This is an optimization exercise on Yosys and OpenROAD, whose aim is small area, a short achievable clock period and few clock cycles per item, not a production implementation. Power is estimated from default activity; no workload was simulated.

## ansi_escape_sgr_parser
module ansi_escape_sgr_parser #(
    parameter int QD = 3         
) (
    input  logic                  aclk,
    input  logic                  aresetn,
    input  logic                  cfg_wr_en,
    input  logic [CFG_IDX_W-1:0]  cfg_index,
    input  logic [CFG_DATA_W-1:0] cfg_wr_data,
    input  logic                  s_valid,
    output logic                  s_ready,
    input  logic [7:0]            s_byte_in,
    output logic                  m_valid,
    input  logic                  m_ready,
    output logic [1:0]            m_result_kind,
    output logic [7:0]            m_char_code,
    output logic [23:0]           m_text_rgb,
    output logic [23:0]           m_back_rgb,
    output logic [1:0]            m_weight,
    output logic                  m_italic,
    output logic                  m_underline,
    output logic                  m_last
);
Size in the first run: ~1200 cells after synthesis, ~110 I/O pins, roughly 0.0098 sq mm of cells after synthesis.
Settings: LEC_CHECK=0, ABC_AREA=1, CAP_MARGIN=20, CORE_MARGIN=2, CORE_UTILIZATION=40, SETUP_SLACK_MARGIN=3.2, SLEW_MARGIN=20, TNS_END_PERCENT=0; clock period 5.0 ns.
standard.sh (not shown) runs the stock make flow with config.mk's settings and CLKGATE_MAP_FILE= SYNTH_SCRIPT=/design/flow/synth_recipe.tcl, a recipe that flattens the netlist after the stock synthesis.
==> flow/flow/run.sh <==
#!/bin/bash
# Standard layout, with the port buffers made from a plain buffer cell.
set -euo pipefail
export BUFFER_PORTS_ARGS="-buffer_cell sky130_fd_sc_hd__buf_2"
bash standard.sh > standard.log 2>&1
The starting point finished clean.
Change:
--- a/flow/design.v
+++ b/flow/design.v
@@ -198,65 +198,65 @@
             {cur_text, cur_back, cur_w, cur_i, cur_u} <= RESET_STYLE;
         end else if (proc) begin
             m_nrm <= n_nrm; m_cr <= n_cr; m_esc <= n_esc; m_osc <= n_osc; m_csi <= n_csi;
             lf    <= n_lf;
             if (ld_cur) begin
                 cur_text <= tok_text; cur_back <= tok_back;
                 cur_w <= tok_w; cur_i <= tok_i; cur_u <= tok_u;
             end
         end
     end
     always_ff @(posedge aclk) begin
-        if (m_esc) begin
-            pend_text <= dflt_text; pend_back <= dflt_back;
-            pend_w <= dflt_w; pend_i <= dflt_i; pend_u <= dflt_u;
-        end else if (proc & ld_pend_tok) begin
-            pend_text <= tok_text; pend_back <= tok_back;
-            pend_w <= tok_w; pend_i <= tok_i; pend_u <= tok_u;
-        end
-    end
-    always_ff @(posedge aclk) begin
-        if (m_esc | (proc & cls_clr)) begin
-            c_col <= 2'd0; c_idx <= C_EMPTY;
-        end else if (proc & cls_bad) begin
-            c_col <= 2'd0; c_idx <= C_OTHER;
-        end else if (proc & cls_dig) begin
-            if (c_emp | c_zero) begin
-                c_col <= 2'd0;
-                c_idx <= (ib[3:0] >= 4'd5 && ib[3:0] <= 4'd8) ? C_OTHER : ib[3:0];
-            end else if (c_one & (ib[3:0] == 4'd0)) begin
-                c_col <= 2'd0; c_idx <= 4'd10;
-            end else if ((c_three | c_nine | c_four | c_ten) & ~ib[3]) begin
-                c_col <= {c_four | c_ten, c_three | c_nine};
-                c_idx <= {c_nine | c_ten, ib[2:0]};
-            end else begin
+        if (proc) begin
+            if (ld_pend_dflt) begin
+                pend_text <= dflt_text; pend_back <= dflt_back;
+                pend_w <= dflt_w; pend_i <= dflt_i; pend_u <= dflt_u;
+            end else if (ld_pend_tok) begin
+                pend_text <= tok_text; pend_back <= tok_back;
+                pend_w <= tok_w; pend_i <= tok_i; pend_u <= tok_u;
+            end
+            if (cls_clr) begin
+                c_col <= 2'd0; c_idx <= C_EMPTY;
+            end else if (cls_bad) begin
                 c_col <= 2'd0; c_idx <= C_OTHER;
+            end else if (cls_dig) begin
+                if (c_emp | c_zero) begin
+                    c_col <= 2'd0;
+                    c_idx <= (ib[3:0] >= 4'd5 && ib[3:0] <= 4'd8) ? C_OTHER : ib[3:0];
+                end else if (c_one & (ib[3:0] == 4'd0)) begin
+                    c_col <= 2'd0; c_idx <= 4'd10;
+                end else if ((c_three | c_nine | c_four | c_ten) & ~ib[3]) begin
+                    c_col <= {c_four | c_ten, c_three | c_nine};
+                    c_idx <= {c_nine | c_ten, ib[2:0]};
+                end else begin
+                    c_col <= 2'd0; c_idx <= C_OTHER;
+                end
             end
         end
     end
     logic          pop;
     logic          dopush;
     logic [QD:0]   va;             
-    logic [QD-1:0] wr;             
+    logic [QD-1:0] wr;
     logic [QD-1:0] qvn;
     assign pop    = qv[0] & m_ready;
     assign dopush = proc & push;
     always_comb begin
         for (int i = 0; i <= QD; i++) begin
             if (i == QD)          va[i] = 1'b0;
             else if (deq)         va[i] = (i + 1 < QD) ? qv[(i + 1) % QD] : 1'b0;
             else                  va[i] = qv[i];
         end
         for (int i = 0; i < QD; i++) begin
-            wr[i]  = ~va[i] & (i == 0 || va[(i + QD - 1) % QD]);
-            qvn[i] = va[i] | (wr[i] & dopush);
+            wr[i]  = dopush & ~va[i] & (i == 0 || va[(i + QD - 1) % QD]);
+            qvn[i] = va[i] | wr[i];
         end
     end
     logic nm_nrm, nm_cr, nm_esc, nm_osc, nm_csi;
     assign nm_nrm = proc ? n_nrm : m_nrm;
     assign nm_cr  = proc ? n_cr  : m_cr;
     assign nm_esc = proc ? n_esc : m_esc;
     assign nm_osc = proc ? n_osc : m_osc;
     assign nm_csi = proc ? n_csi : m_csi;
     always_ff @(posedge aclk) begin
         if (!aresetn) begin
             qv  <= '0;
The changed run passed the timing, DRC and antenna checks.
Combinational power climbs slightly.
Setup slack loses 69 ps.
Clock skew barely changes.
Power is higher slightly.
Die area goes up slightly.
Utilization rose by 2.7 points.
Design area is higher by a few percent.
First-iteration DRC count came out lower by roughly a tenth.
Wire length goes up slightly.
Function was not checked in any run of this note: the RTL went through the layout flow alone.

[port drivers added, routing unchanged]
In the flow no input, the clock included, has a driving cell. The finished layouts below were timed again as built, in two steps.
Step 1, drivers: a clkbuf_16 drives aclk and a buf_2 each remaining input, both assumed.
Step 2 moves the port delays by t, midway between the first and last clock arrival at a register: inputs arrive t later, outputs are due t later. That takes back most of the time a late clock gives input paths.
Slacks: ideal ports / drivers / drivers and shift; pairs: ideal ports / drivers.
run | t, ns | slack for setup (ns) | hold slack, ns
the first run | 0.559 | 2.919 / 2.874 / 2.430 | 0.466 / 0.466 / 0.466
the second run | 0.557 | 2.851 / 2.871 / 2.318 | 0.466 / 0.466 / 0.466
After both steps every run listed still meets setup and hold. The setup slack of the second run, which loses most, moves by +0.020 ns with the drivers and by -0.533 ns with both steps.
